Background: an optimization exercise with open tools, aiming at small area, a short achievable clock period and few clock cycles. Do not read the settings as production practice. Function was checked by simulation only, so behaviour that the tests miss may differ from the original. Power and IR drop assume default switching activity.

==> exp/ember <==
## exec_unit
module exec_unit (
	input logic clk,
	input logic rst_n,
	input logic in_valid,
	output logic in_ready,
	input exec_pkg::issue_t in,
	output logic out_valid,
	input logic out_ready,
	output exec_pkg::result_t out,
	output logic mem_req_valid,
	output exec_pkg::mem_req_t mem_req,
	input logic mem_req_ready,
	input logic mem_rsp_valid,
	input logic [exec_pkg::xlen-1:0] mem_rdata
);
	logic r_res;             
	logic r_mreq;            
	logic [31:0] r_q;        
	logic [31:0] r_p;        
	logic r_we;              
	logic r_jump;
	logic r_shift;           
	logic r_st;              
	logic r_byte;            
	logic r_half;            
	logic r_uns;             
	logic [1:0] r_off;       
	logic s_res;             
	logic s_lw;              
	logic s_rmw;             
	logic s_wr;              
	logic [31:0] s_q;        
	logic [31:0] s_p;        
	logic s_we;
	logic s_jump;
	logic s_byte;
	logic s_half;
	logic s_uns;
	logic [1:0] s_off;
	logic [31:0] o_rd;
	logic [31:0] o_tgt;
	logic o_we;
	logic o_jump;
	logic is_mem;
	logic is_load;
	logic [31:0] res_rd;
	logic [31:0] res_tgt;
	logic res_we;
	logic res_jump;
	logic res_shift;
	logic [31:0] addr;
	logic a_byte, a_half, a_uns, a_st, a_sw;
	alu u_alu (.op(in.op), .rs1(in.rs1), .rs2(in.rs2), .imm(in.imm.value), .pc(in.pc),
		.is_mem(is_mem), .is_load(is_load), .is_byte(a_byte), .is_half(a_half),
		.is_uns(a_uns), .is_store(a_st), .is_sw(a_sw), .addr(addr),
		.rd_value(res_rd), .rd_we(res_we), .jump(res_jump), .jump_target(res_tgt),
		.is_shift(res_shift));
	logic [31:0] r_shifted;
	shift_tail u_sh (.part(r_q), .info(r_p[6:0]), .y(r_shifted));
	logic [31:0] load_value;
	logic [31:0] merged;
  ...
clock: 6.5 ns
lec_check: 0
cap_margin: 20
core_margin: 2
core_utilization: 35
setup_slack_margin: 2.0
slew_margin: 20
standard.sh (not shown) runs the stock make flow with config.mk's settings and CLKGATE_MAP_FILE= SYNTH_SCRIPT=/design/flow/synth_recipe.tcl, a recipe that flattens the netlist after the stock synthesis.
==> flow/flow/run.sh <==
#!/bin/bash
# Layout: the standard flow (standard.sh, unchanged synthesis and steps),
# except that the port buffers ORFS puts on every input and output are
# sky130_fd_sc_hd__buf_2 cells instead of the clkdlybuf4s50_1 delay cells
# buffer_ports picks on its own. The make output goes to flow_make.log here;
# each tool's own log is under orfs/logs/.
set -euo pipefail
export BUFFER_PORTS_ARGS="-buffer_cell sky130_fd_sc_hd__buf_2"
bash standard.sh > flow_make.log 2>&1
==> inputs of exp/garnet, as changes to exp/ember <==
==> flow/flow/run.sh (replaced) <==
#!/bin/bash
# Layout: the standard flow (standard.sh, unchanged synthesis and steps),
# except that the port buffers ORFS puts on every input and output are
# sky130_fd_sc_hd__buf_1 cells instead of the clkdlybuf4s50_1 delay cells
# buffer_ports picks on its own. The make output goes to flow_make.log here;
# each tool's own log is under orfs/logs/.
set -euo pipefail
export BUFFER_PORTS_ARGS="-buffer_cell sky130_fd_sc_hd__buf_1"
bash standard.sh > flow_make.log 2>&1
CTS_BUF_LIST = sky130_fd_sc_hd__clkbuf_8   (was default)
PLACE_DENSITY = 0.85   (was default)
SETUP_SLACK_MARGIN = 2.5   (was 2.0)
==> run notes <==
Run status: exp/ember timing/DRC/antenna clean; exp/garnet timing/DRC/antenna clean
Post-place instance area: exp/ember 26200 µm²; exp/garnet 25900 µm²
Delay of the slowest critical-path stage: exp/ember 0.46 ns; exp/garnet 0.47 ns
Met2 routing resource usage after global routing: exp/ember 0.441; exp/garnet 0.431
WL per Instance: exp/ember 25.1 µm; exp/garnet 25.2 µm
Nets: exp/ember 3563; exp/garnet 3609
Fin util: exp/ember 0.405; exp/garnet 0.413
Worst reg2reg setup slack: exp/ember 2.62 ns; exp/garnet 2.72 ns
Final RePlAce weighted congestion: exp/ember 0.989; exp/garnet 1.04
Depth of the CTS H-tree: exp/ember 1; exp/garnet 2
ClkCell Share: exp/ember 0.0305; exp/garnet 0.0283
Data arrival, critical path: exp/ember 4.89 ns; exp/garnet 4.41 ns
Fillers: exp/ember 7024; exp/garnet 6773
Worst Tran Pin Value: exp/ember 1.03 ns; exp/garnet 1.15 ns
Seq area share: exp/ember 0.238; exp/garnet 0.233
Overall Global Routing Usage: exp/ember 0.282; exp/garnet 0.283
Testbench counts of exp/ember, summed over its fixed seeds: cycles 3,300.
Testbench counts of exp/garnet, summed over its fixed seeds: cycles 3,300.


==> job 8980 <==
exec_unit, a different RTL version from the one above (not shown whole).
==> flow/config.mk <==
export PLATFORM = sky130hd
export DESIGN_NAME = exec_unit
export DESIGN_NICKNAME = exec_unit
export VERILOG_FILES = /design/flow/design.v
export SDC_FILE = /design/flow/constraint.sdc
export NUM_CORES = 4
export LEC_CHECK = 0
export CAP_MARGIN = 20
export CORE_MARGIN = 2
export CORE_UTILIZATION = 35
export SETUP_SLACK_MARGIN = 1.5
export SLEW_MARGIN = 20
==> flow/constraint.sdc <==
create_clock -name core_clock -period 6.5 [get_ports {clk}]
set_input_delay 1.3000 -clock core_clock [delete_from_list [all_inputs] [get_ports {clk}]]
set_output_delay 1.3000 -clock core_clock [all_outputs]
set_load 0.01 [all_outputs]
==> flow/flow/run.sh <==
#!/bin/bash
# Layout: the standard flow (standard.sh, unchanged synthesis and steps),
# except that the port buffers ORFS puts on every input and output are
# sky130_fd_sc_hd__buf_2 cells instead of the clkdlybuf4s50_1 delay cells
# buffer_ports picks on its own. The make output goes to flow_make.log here;
# each tool's own log is under orfs/logs/.
set -euo pipefail
export BUFFER_PORTS_ARGS="-buffer_cell sky130_fd_sc_hd__buf_2"
bash standard.sh > flow_make.log 2>&1
==> job 9853 (differences from job 8980) <==
--- a/flow/design.v
+++ b/flow/design.v
@@ -154,11 +154,12 @@
 	output logic is_sw,
 	output logic [31:0] addr,
 	output logic [31:0] rd_value,
 	output logic rd_we,
 	output logic jump,
-	output logic [31:0] jump_target
+	output logic [31:0] jump_target,
+	output logic is_shift        
 );
 	logic sub_r, sub_i, logic_imm, shift_imm, op_add_r, op_add_i;
 	logic op_xor, op_or, op_and, op_sll, op_shr, op_sra, op_slt_r, op_slt_i, uns_cmp;
 	logic is_branch, is_link, is_jalr, is_lui, is_auipc;
 	op_decode u_dec (.op(op), .sub_r(sub_r), .sub_i(sub_i), .logic_imm(logic_imm),
@@ -190,40 +191,63 @@
 	logic [31:0] link;
 	branch_unit u_br (.op(op), .eq(eq), .lt_s(lt_s_r), .lt_u(lt_u_r), .taken(jump));
 	assign upper = {imm[31:12], 12'b0};
 	assign tsum = pc + (is_auipc ? upper : imm);
 	assign link = pc + 32'd4;
-	assign jump_target = is_jalr ? {sum_i[31:1], 1'b0} : tsum;
+	assign jump_target = is_shift ? shift_info : (is_jalr ? {sum_i[31:1], 1'b0} : tsum);
 	assign rd_we = !(is_store | is_branch);
 	logic [31:0] bl;
 	assign bl = logic_imm ? imm : rs2;
 	logic [4:0] shamt;
-	logic [4:0] rot_amt;
+	logic [1:0] rot_lo;
+	logic [31:0] rot_in;
 	logic [63:0] rot2;
-	logic [31:0] rot, keep, sh;
+	logic [31:0] rot_part;
+	logic [31:0] shift_info;
 	assign shamt = shift_imm ? imm[4:0] : rs2[4:0];
-	assign rot_amt = op_sll ? 5'd0 - shamt : shamt;
-	assign rot2 = {rs1, rs1} >> rot_amt;
-	assign rot = rot2[31:0];
-	always_comb begin
-		for (int i = 0; i < 32; i++)
-			keep[i] = op_sll ? (5'(i) >= shamt) : (5'(31 - i) >= shamt);
-	end
-	assign sh = (rot & keep) | (~keep & {32{op_sra & rs1[31]}});
+	assign rot_lo = shamt[1:0] ^ {2{op_sll}};
+	assign rot_in = op_sll ? {rs1[0], rs1[31:1]} : rs1;
+	assign rot2 = {rot_in, rot_in} >> rot_lo;
+	assign rot_part = rot2[31:0];
+	assign is_shift = op_sll | op_shr;
+	assign shift_info = {25'b0, op_sra & rs1[31], op_sll, shamt};
 	logic [31:0] other;
 	always_comb begin
 		other = {31'b0, set_bit};
 		if (op_xor) other = other | (rs1 ^ bl);
 		if (op_or) other = other | (rs1 | bl);
 		if (op_and) other = other | (rs1 & bl);
-		if (op_sll | op_shr) other = other | sh;
+		if (is_shift) other = other | rot_part;
 		if (is_link) other = other | link;
 		if (is_lui) other = other | upper;
 		if (is_auipc) other = other | tsum;
 	end
 	assign rd_value = op_add_r ? sum_r : (op_add_i ? sum_i : other);
 endmodule
+module shift_tail (
+	input logic [31:0] part,
+	input logic [6:0] info,          
+	output logic [31:0] y
+);
+	logic [4:0] shamt;
+	logic left;
+	logic fill;
+	logic [2:0] rot_hi;
+	logic [63:0] rot2;
+	logic [31:0] rot, keep;
+	assign shamt = info[4:0];
+	assign left = info[5];
+	assign fill = info[6];
+	assign rot_hi = shamt[4:2] ^ {3{left}};
+	assign rot2 = {part, part} >> {rot_hi, 2'b00};
+	assign rot = rot2[31:0];
+	always_comb begin
+		for (int i = 0; i < 32; i++)
+			keep[i] = left ? (5'(i) >= shamt) : (5'(31 - i) >= shamt);
+	end
+	assign y = (rot & keep) | (~keep & {32{fill}});
+endmodule
 `timescale 1ns/1ps
 module branch_unit (
 	input exec_pkg::op_word_t op,
 	input logic eq,
 	input logic lt_s,
@@ -244,29 +268,37 @@
 	input logic is_half,
 	input logic is_uns,
 	output logic [31:0] load_value,
 	output logic [31:0] merged
 );
-	logic [7:0] lane_b;
-	logic [15:0] lane_h;
-	assign lane_b = rdata[{off, 3'b000} +: 8];
-	assign lane_h = rdata[{off[1], 4'b0000} +: 16];
-	always_comb begin
-		if (is_byte)
-			load_value = {{24{lane_b[7] & !is_uns}}, lane_b};
-		else if (is_half)
-			load_value = {{16{lane_h[15] & !is_uns}}, lane_h};
-		else
-			load_value = rdata;
-	end
+	logic [1:0] sel;
+	logic [7:0] b0;
+	logic [7:0] b1;
+	logic sign;
+	assign sel = {(is_byte | is_half) & off[1], is_byte & off[0]};
 	always_comb begin
-		merged = rdata;
-		if (is_byte)
-			merged[{off, 3'b000} +: 8] = wdata[7:0];
-		else if (is_half)
-			merged[{off[1], 4'b0000} +: 16] = wdata[15:0];
+		case (sel)
+			2'd0: b0 = rdata[7:0];
+			2'd1: b0 = rdata[15:8];
+			2'd2: b0 = rdata[23:16];
+			default: b0 = rdata[31:24];
+		endcase
 	end
+	assign b1 = (is_half & off[1]) ? rdata[31:24] : rdata[15:8];
+	assign sign = !is_uns & (is_byte ? b0[7] : b1[7]);
+	assign load_value[7:0] = b0;
+	assign load_value[15:8] = is_byte ? {8{sign}} : b1;
+	assign load_value[31:16] = (is_byte | is_half) ? {16{sign}} : rdata[31:16];
+	logic [3:0] hit;
+	assign hit[0] = (is_byte & off == 2'd0) | (is_half & !off[1]);
+	assign hit[1] = (is_byte & off == 2'd1) | (is_half & !off[1]);
+	assign hit[2] = (is_byte & off == 2'd2) | (is_half & off[1]);
+	assign hit[3] = (is_byte & off == 2'd3) | (is_half & off[1]);
+	assign merged[7:0] = hit[0] ? wdata[7:0] : rdata[7:0];
+	assign merged[15:8] = hit[1] ? (is_byte ? wdata[7:0] : wdata[15:8]) : rdata[15:8];
+	assign merged[23:16] = hit[2] ? wdata[7:0] : rdata[23:16];
+	assign merged[31:24] = hit[3] ? (is_byte ? wdata[7:0] : wdata[15:8]) : rdata[31:24];
 endmodule
 `timescale 1ns/1ps
 module exec_unit (
 	input logic clk,
 	input logic rst_n,
@@ -286,10 +318,11 @@
 	logic r_mreq;            
 	logic [31:0] r_q;        
 	logic [31:0] r_p;        
 	logic r_we;              
 	logic r_jump;
+	logic r_shift;           
 	logic r_st;              
 	logic r_byte;            
 	logic r_half;            
 	logic r_uns;             
 	logic [1:0] r_off;       
@@ -313,16 +346,20 @@
 	logic is_load;
 	logic [31:0] res_rd;
 	logic [31:0] res_tgt;
 	logic res_we;
 	logic res_jump;
+	logic res_shift;
 	logic [31:0] addr;
 	logic a_byte, a_half, a_uns, a_st, a_sw;
 	alu u_alu (.op(in.op), .rs1(in.rs1), .rs2(in.rs2), .imm(in.imm.value), .pc(in.pc),
 		.is_mem(is_mem), .is_load(is_load), .is_byte(a_byte), .is_half(a_half),
 		.is_uns(a_uns), .is_store(a_st), .is_sw(a_sw), .addr(addr),
-		.rd_value(res_rd), .rd_we(res_we), .jump(res_jump), .jump_target(res_tgt));
+		.rd_value(res_rd), .rd_we(res_we), .jump(res_jump), .jump_target(res_tgt),
+		.is_shift(res_shift));
+	logic [31:0] r_shifted;
+	shift_tail u_sh (.part(r_q), .info(r_p[6:0]), .y(r_shifted));
 	logic [31:0] load_value;
 	logic [31:0] merged;
 	lsu u_lsu (.rdata(mem_rdata), .wdata(s_q), .off(s_off), .is_byte(s_byte), .is_half(s_half),
 		.is_uns(s_uns), .load_value(load_value), .merged(merged));
 	logic o_free;            
@@ -339,11 +376,12 @@
 	assign s_wreq = s_wr || (s_rmw && mem_rsp_valid);
 	assign s_wdone = s_wreq && mem_req_ready;
 	assign s_to_o = o_free && (s_res || (s_lw && mem_rsp_valid) || s_wdone);
 	assign s_keep = !o_free && ((s_lw && mem_rsp_valid) || s_wdone);
 	assign s_free = !(s_res || s_lw || s_rmw || s_wr) || s_to_o;
-	assign r_issue = r_mreq && !s_rmw && !s_wr && s_free;
+	assign r_issue = r_mreq && (!(s_res || s_lw || s_rmw || s_wr) ||
+		(o_free && (s_res || (s_lw && mem_rsp_valid))));
 	assign r_done = r_issue && mem_req_ready;
 	assign r_move = r_res && s_free;
 	assign in_ready = !(r_res || r_mreq) || r_move || r_done;
 	assign accept = in_valid && in_ready;
 	assign mem_req_valid = s_wreq || r_issue;
@@ -410,20 +448,21 @@
 		if (accept) begin
 			r_q <= is_mem ? in.rs2 : res_rd;
 			r_p <= is_mem ? {addr[31:2], 2'b00} : res_tgt;
 			r_we <= is_mem ? a_sw : res_we;
 			r_jump <= res_jump;
+			r_shift <= res_shift;
 			r_st <= a_st;
 			r_byte <= a_byte;
 			r_half <= a_half;
 			r_uns <= a_uns;
 			r_off <= addr[1:0];
 		end
 	end
 	always_ff @(posedge clk) begin
 		if (r_move || r_done) begin
-			s_q <= r_we && r_done ? '0 : r_q;
+			s_q <= r_we && r_done ? '0 : (r_move && r_shift ? r_shifted : r_q);
 			s_p <= r_p;
 			s_we <= r_done ? 1'b0 : r_we;
 			s_jump <= r_done ? 1'b0 : r_jump;
 			s_byte <= r_byte;
 			s_half <= r_half;
==> flow/flow/run.sh (replaced) <==
#!/bin/bash
# Layout: the standard flow (standard.sh, unchanged synthesis and steps),
# except that the port buffers ORFS puts on every input and output are
# sky130_fd_sc_hd__buf_1 cells instead of the clkdlybuf4s50_1 delay cells
# buffer_ports picks on its own. The make output goes to flow_make.log here;
# each tool's own log is under orfs/logs/.
set -euo pipefail
export BUFFER_PORTS_ARGS="-buffer_cell sky130_fd_sc_hd__buf_1"
bash standard.sh > flow_make.log 2>&1
CTS_BUF_LIST = sky130_fd_sc_hd__clkbuf_8   (was unset)
PLACE_DENSITY = 0.75   (was unset)
SETUP_SLACK_MARGIN = 2.4   (was 1.5)
==> job 7015 (differences from job 8980) <==
--- a/flow/design.v
+++ b/flow/design.v
@@ -154,11 +154,12 @@
 	output logic is_sw,
 	output logic [31:0] addr,
 	output logic [31:0] rd_value,
 	output logic rd_we,
 	output logic jump,
-	output logic [31:0] jump_target
+	output logic [31:0] jump_target,
+	output logic is_shift        
 );
 	logic sub_r, sub_i, logic_imm, shift_imm, op_add_r, op_add_i;
 	logic op_xor, op_or, op_and, op_sll, op_shr, op_sra, op_slt_r, op_slt_i, uns_cmp;
 	logic is_branch, is_link, is_jalr, is_lui, is_auipc;
 	op_decode u_dec (.op(op), .sub_r(sub_r), .sub_i(sub_i), .logic_imm(logic_imm),
@@ -190,40 +191,63 @@
 	logic [31:0] link;
 	branch_unit u_br (.op(op), .eq(eq), .lt_s(lt_s_r), .lt_u(lt_u_r), .taken(jump));
 	assign upper = {imm[31:12], 12'b0};
 	assign tsum = pc + (is_auipc ? upper : imm);
 	assign link = pc + 32'd4;
-	assign jump_target = is_jalr ? {sum_i[31:1], 1'b0} : tsum;
+	assign jump_target = is_shift ? shift_info : (is_jalr ? {sum_i[31:1], 1'b0} : tsum);
 	assign rd_we = !(is_store | is_branch);
 	logic [31:0] bl;
 	assign bl = logic_imm ? imm : rs2;
 	logic [4:0] shamt;
-	logic [4:0] rot_amt;
+	logic [1:0] rot_lo;
+	logic [31:0] rot_in;
 	logic [63:0] rot2;
-	logic [31:0] rot, keep, sh;
+	logic [31:0] rot_part;
+	logic [31:0] shift_info;
 	assign shamt = shift_imm ? imm[4:0] : rs2[4:0];
-	assign rot_amt = op_sll ? 5'd0 - shamt : shamt;
-	assign rot2 = {rs1, rs1} >> rot_amt;
-	assign rot = rot2[31:0];
-	always_comb begin
-		for (int i = 0; i < 32; i++)
-			keep[i] = op_sll ? (5'(i) >= shamt) : (5'(31 - i) >= shamt);
-	end
-	assign sh = (rot & keep) | (~keep & {32{op_sra & rs1[31]}});
+	assign rot_lo = shamt[1:0] ^ {2{op_sll}};
+	assign rot_in = op_sll ? {rs1[0], rs1[31:1]} : rs1;
+	assign rot2 = {rot_in, rot_in} >> rot_lo;
+	assign rot_part = rot2[31:0];
+	assign is_shift = op_sll | op_shr;
+	assign shift_info = {25'b0, op_sra & rs1[31], op_sll, shamt};
 	logic [31:0] other;
 	always_comb begin
 		other = {31'b0, set_bit};
 		if (op_xor) other = other | (rs1 ^ bl);
 		if (op_or) other = other | (rs1 | bl);
 		if (op_and) other = other | (rs1 & bl);
-		if (op_sll | op_shr) other = other | sh;
+		if (is_shift) other = other | rot_part;
 		if (is_link) other = other | link;
 		if (is_lui) other = other | upper;
 		if (is_auipc) other = other | tsum;
 	end
 	assign rd_value = op_add_r ? sum_r : (op_add_i ? sum_i : other);
 endmodule
+module shift_tail (
+	input logic [31:0] part,
+	input logic [6:0] info,          
+	output logic [31:0] y
+);
+	logic [4:0] shamt;
+	logic left;
+	logic fill;
+	logic [2:0] rot_hi;
+	logic [63:0] rot2;
+	logic [31:0] rot, keep;
+	assign shamt = info[4:0];
+	assign left = info[5];
+	assign fill = info[6];
+	assign rot_hi = shamt[4:2] ^ {3{left}};
+	assign rot2 = {part, part} >> {rot_hi, 2'b00};
+	assign rot = rot2[31:0];
+	always_comb begin
+		for (int i = 0; i < 32; i++)
+			keep[i] = left ? (5'(i) >= shamt) : (5'(31 - i) >= shamt);
+	end
+	assign y = (rot & keep) | (~keep & {32{fill}});
+endmodule
 `timescale 1ns/1ps
 module branch_unit (
 	input exec_pkg::op_word_t op,
 	input logic eq,
 	input logic lt_s,
@@ -244,29 +268,37 @@
 	input logic is_half,
 	input logic is_uns,
 	output logic [31:0] load_value,
 	output logic [31:0] merged
 );
-	logic [7:0] lane_b;
-	logic [15:0] lane_h;
-	assign lane_b = rdata[{off, 3'b000} +: 8];
-	assign lane_h = rdata[{off[1], 4'b0000} +: 16];
-	always_comb begin
-		if (is_byte)
-			load_value = {{24{lane_b[7] & !is_uns}}, lane_b};
-		else if (is_half)
-			load_value = {{16{lane_h[15] & !is_uns}}, lane_h};
-		else
-			load_value = rdata;
-	end
+	logic [1:0] sel;
+	logic [7:0] b0;
+	logic [7:0] b1;
+	logic sign;
+	assign sel = {(is_byte | is_half) & off[1], is_byte & off[0]};
 	always_comb begin
-		merged = rdata;
-		if (is_byte)
-			merged[{off, 3'b000} +: 8] = wdata[7:0];
-		else if (is_half)
-			merged[{off[1], 4'b0000} +: 16] = wdata[15:0];
+		case (sel)
+			2'd0: b0 = rdata[7:0];
+			2'd1: b0 = rdata[15:8];
+			2'd2: b0 = rdata[23:16];
+			default: b0 = rdata[31:24];
+		endcase
 	end
+	assign b1 = (is_half & off[1]) ? rdata[31:24] : rdata[15:8];
+	assign sign = !is_uns & (is_byte ? b0[7] : b1[7]);
+	assign load_value[7:0] = b0;
+	assign load_value[15:8] = is_byte ? {8{sign}} : b1;
+	assign load_value[31:16] = (is_byte | is_half) ? {16{sign}} : rdata[31:16];
+	logic [3:0] hit;
+	assign hit[0] = (is_byte & off == 2'd0) | (is_half & !off[1]);
+	assign hit[1] = (is_byte & off == 2'd1) | (is_half & !off[1]);
+	assign hit[2] = (is_byte & off == 2'd2) | (is_half & off[1]);
+	assign hit[3] = (is_byte & off == 2'd3) | (is_half & off[1]);
+	assign merged[7:0] = hit[0] ? wdata[7:0] : rdata[7:0];
+	assign merged[15:8] = hit[1] ? (is_byte ? wdata[7:0] : wdata[15:8]) : rdata[15:8];
+	assign merged[23:16] = hit[2] ? wdata[7:0] : rdata[23:16];
+	assign merged[31:24] = hit[3] ? (is_byte ? wdata[7:0] : wdata[15:8]) : rdata[31:24];
 endmodule
 `timescale 1ns/1ps
 module exec_unit (
 	input logic clk,
 	input logic rst_n,
@@ -286,10 +318,11 @@
 	logic r_mreq;            
 	logic [31:0] r_q;        
 	logic [31:0] r_p;        
 	logic r_we;              
 	logic r_jump;
+	logic r_shift;           
 	logic r_st;              
 	logic r_byte;            
 	logic r_half;            
 	logic r_uns;             
 	logic [1:0] r_off;       
@@ -313,16 +346,20 @@
 	logic is_load;
 	logic [31:0] res_rd;
 	logic [31:0] res_tgt;
 	logic res_we;
 	logic res_jump;
+	logic res_shift;
 	logic [31:0] addr;
 	logic a_byte, a_half, a_uns, a_st, a_sw;
 	alu u_alu (.op(in.op), .rs1(in.rs1), .rs2(in.rs2), .imm(in.imm.value), .pc(in.pc),
 		.is_mem(is_mem), .is_load(is_load), .is_byte(a_byte), .is_half(a_half),
 		.is_uns(a_uns), .is_store(a_st), .is_sw(a_sw), .addr(addr),
-		.rd_value(res_rd), .rd_we(res_we), .jump(res_jump), .jump_target(res_tgt));
+		.rd_value(res_rd), .rd_we(res_we), .jump(res_jump), .jump_target(res_tgt),
+		.is_shift(res_shift));
+	logic [31:0] r_shifted;
+	shift_tail u_sh (.part(r_q), .info(r_p[6:0]), .y(r_shifted));
 	logic [31:0] load_value;
 	logic [31:0] merged;
 	lsu u_lsu (.rdata(mem_rdata), .wdata(s_q), .off(s_off), .is_byte(s_byte), .is_half(s_half),
 		.is_uns(s_uns), .load_value(load_value), .merged(merged));
 	logic o_free;            
@@ -339,11 +376,12 @@
 	assign s_wreq = s_wr || (s_rmw && mem_rsp_valid);
 	assign s_wdone = s_wreq && mem_req_ready;
 	assign s_to_o = o_free && (s_res || (s_lw && mem_rsp_valid) || s_wdone);
 	assign s_keep = !o_free && ((s_lw && mem_rsp_valid) || s_wdone);
 	assign s_free = !(s_res || s_lw || s_rmw || s_wr) || s_to_o;
-	assign r_issue = r_mreq && !s_rmw && !s_wr && s_free;
+	assign r_issue = r_mreq && (!(s_res || s_lw || s_rmw || s_wr) ||
+		(o_free && (s_res || (s_lw && mem_rsp_valid))));
 	assign r_done = r_issue && mem_req_ready;
 	assign r_move = r_res && s_free;
 	assign in_ready = !(r_res || r_mreq) || r_move || r_done;
 	assign accept = in_valid && in_ready;
 	assign mem_req_valid = s_wreq || r_issue;
@@ -410,20 +448,21 @@
 		if (accept) begin
 			r_q <= is_mem ? in.rs2 : res_rd;
 			r_p <= is_mem ? {addr[31:2], 2'b00} : res_tgt;
 			r_we <= is_mem ? a_sw : res_we;
 			r_jump <= res_jump;
+			r_shift <= res_shift;
 			r_st <= a_st;
 			r_byte <= a_byte;
 			r_half <= a_half;
 			r_uns <= a_uns;
 			r_off <= addr[1:0];
 		end
 	end
 	always_ff @(posedge clk) begin
 		if (r_move || r_done) begin
-			s_q <= r_we && r_done ? '0 : r_q;
+			s_q <= r_we && r_done ? '0 : (r_move && r_shift ? r_shifted : r_q);
 			s_p <= r_p;
 			s_we <= r_done ? 1'b0 : r_we;
 			s_jump <= r_done ? 1'b0 : r_jump;
 			s_byte <= r_byte;
 			s_half <= r_half;
==> flow/flow/run.sh (replaced) <==
#!/bin/bash
# Layout: the standard flow (standard.sh, unchanged synthesis and steps),
# except that the port buffers ORFS puts on every input and output are
# sky130_fd_sc_hd__buf_1 cells instead of the clkdlybuf4s50_1 delay cells
# buffer_ports picks on its own. The make output goes to flow_make.log here;
# each tool's own log is under orfs/logs/.
set -euo pipefail
export BUFFER_PORTS_ARGS="-buffer_cell sky130_fd_sc_hd__buf_1"
bash standard.sh > flow_make.log 2>&1
SETUP_SLACK_MARGIN = 2.75   (was 1.5)
==> job 1811 (differences from job 8980) <==
SETUP_SLACK_MARGIN = unset   (was 1.5)
==> run notes <==
metric                                                               job 8980        job 7015        job 9853        job 1811
Fin util                                                                40.7%           44.5%           41.0%           40.1%
Clock share of power                                                    26.8%           23.2%           24.6%           25.8%
Placement-stage cell area                                        0.0267 sq mm    0.0260 sq mm    0.0259 sq mm    0.0266 sq mm
Number of fill cells in the layout                                      7,001           6,753           6,878           7,093
Reported net switching power                                          2.20 mW         2.53 mW         2.36 mW         2.18 mW
Clock network latency to the later pin of the worst-skew pair          550 ps          570 ps          600 ps          560 ps
Run status                                                     finished clean  finished clean  finished clean  finished clean
P_leak                                                                11.2 nW         11.5 nW         10.5 nW         11.1 nW
Fraction of layout cells with a size suffix above 1                     19.4%           18.4%           9.55%           17.9%
Initial DRT Pass Iterations                                                 6               8               6               8
GR Util met2                                                            46.6%           45.6%           42.0%           46.5%
Seq cells                                                                 216             217             217             216
Post-synthesis share of cell area spent on xor and xnor gates           7.21%           7.80%           7.80%           7.21%
Share of the synthesized area in the top cell type                      26.0%           26.6%           26.6%           26.0%
Share of synthesized cell area in and, or, nand and nor gates           14.0%           18.0%           18.0%           14.0%
Combinational cell power                                              2.41 mW         2.94 mW         2.53 mW         2.35 mW
Full die area                                                    0.0711 sq mm    0.0697 sq mm    0.0697 sq mm    0.0711 sq mm
Global-route wire length before repair                                 157 mm          154 mm          150 mm          155 mm
Register area share after synthesis                                     26.6%           27.2%           27.2%           26.6%
Testbench counts of job 8980, summed over its fixed seeds: cycles 3,300.
Testbench counts of job 9853, summed over its fixed seeds: cycles 3,300.
Testbench counts of job 7015, summed over its fixed seeds: cycles 3,300.
Testbench counts of job 1811, summed over its fixed seeds: cycles 3,300.

==> static timing again, ports no longer ideal <==
The results above use ideal ports. As a check the final layouts listed here were re-extracted and re-timed, cells and wires unchanged. Step 1: set_driving_cell puts a clkbuf_16 on clk and a buf_2 on each other input, an assumption about the parent block. Step 2 moves the port delays by t, midway between the first and last clock arrival at a register: inputs arrive t later, outputs are due t later. That takes back most of the time a late clock gives input paths. Slacks: ideal / step 1 / step 2; pairs: ideal / step 1.
run | shift t [ns] | setup WS [ns] | worst data-port slew with drivers (ns)
exp/ember | 0.611 | 2.047 / 2.019 / 1.420 | 0.10
exp/garnet | 0.644 | 2.394 / 2.433 / 1.789 | 0.17
job 8980 | 0.595 | 1.449 / 1.489 / 0.894 | 0.12
job 9853 | 0.635 | 2.406 / 2.430 / 1.806 | 0.16
job 7015 | 0.611 | 2.500 / 2.443 / 1.833 | 0.24
job 1811 | 0.599 | 1.018 / 1.052 / 0.453 | 0.12
After both steps setup and hold are still met in every run listed. For job 7015, which loses most, drivers alone change the setup slack by -0.057 ns; drivers and shift together by -0.667 ns.
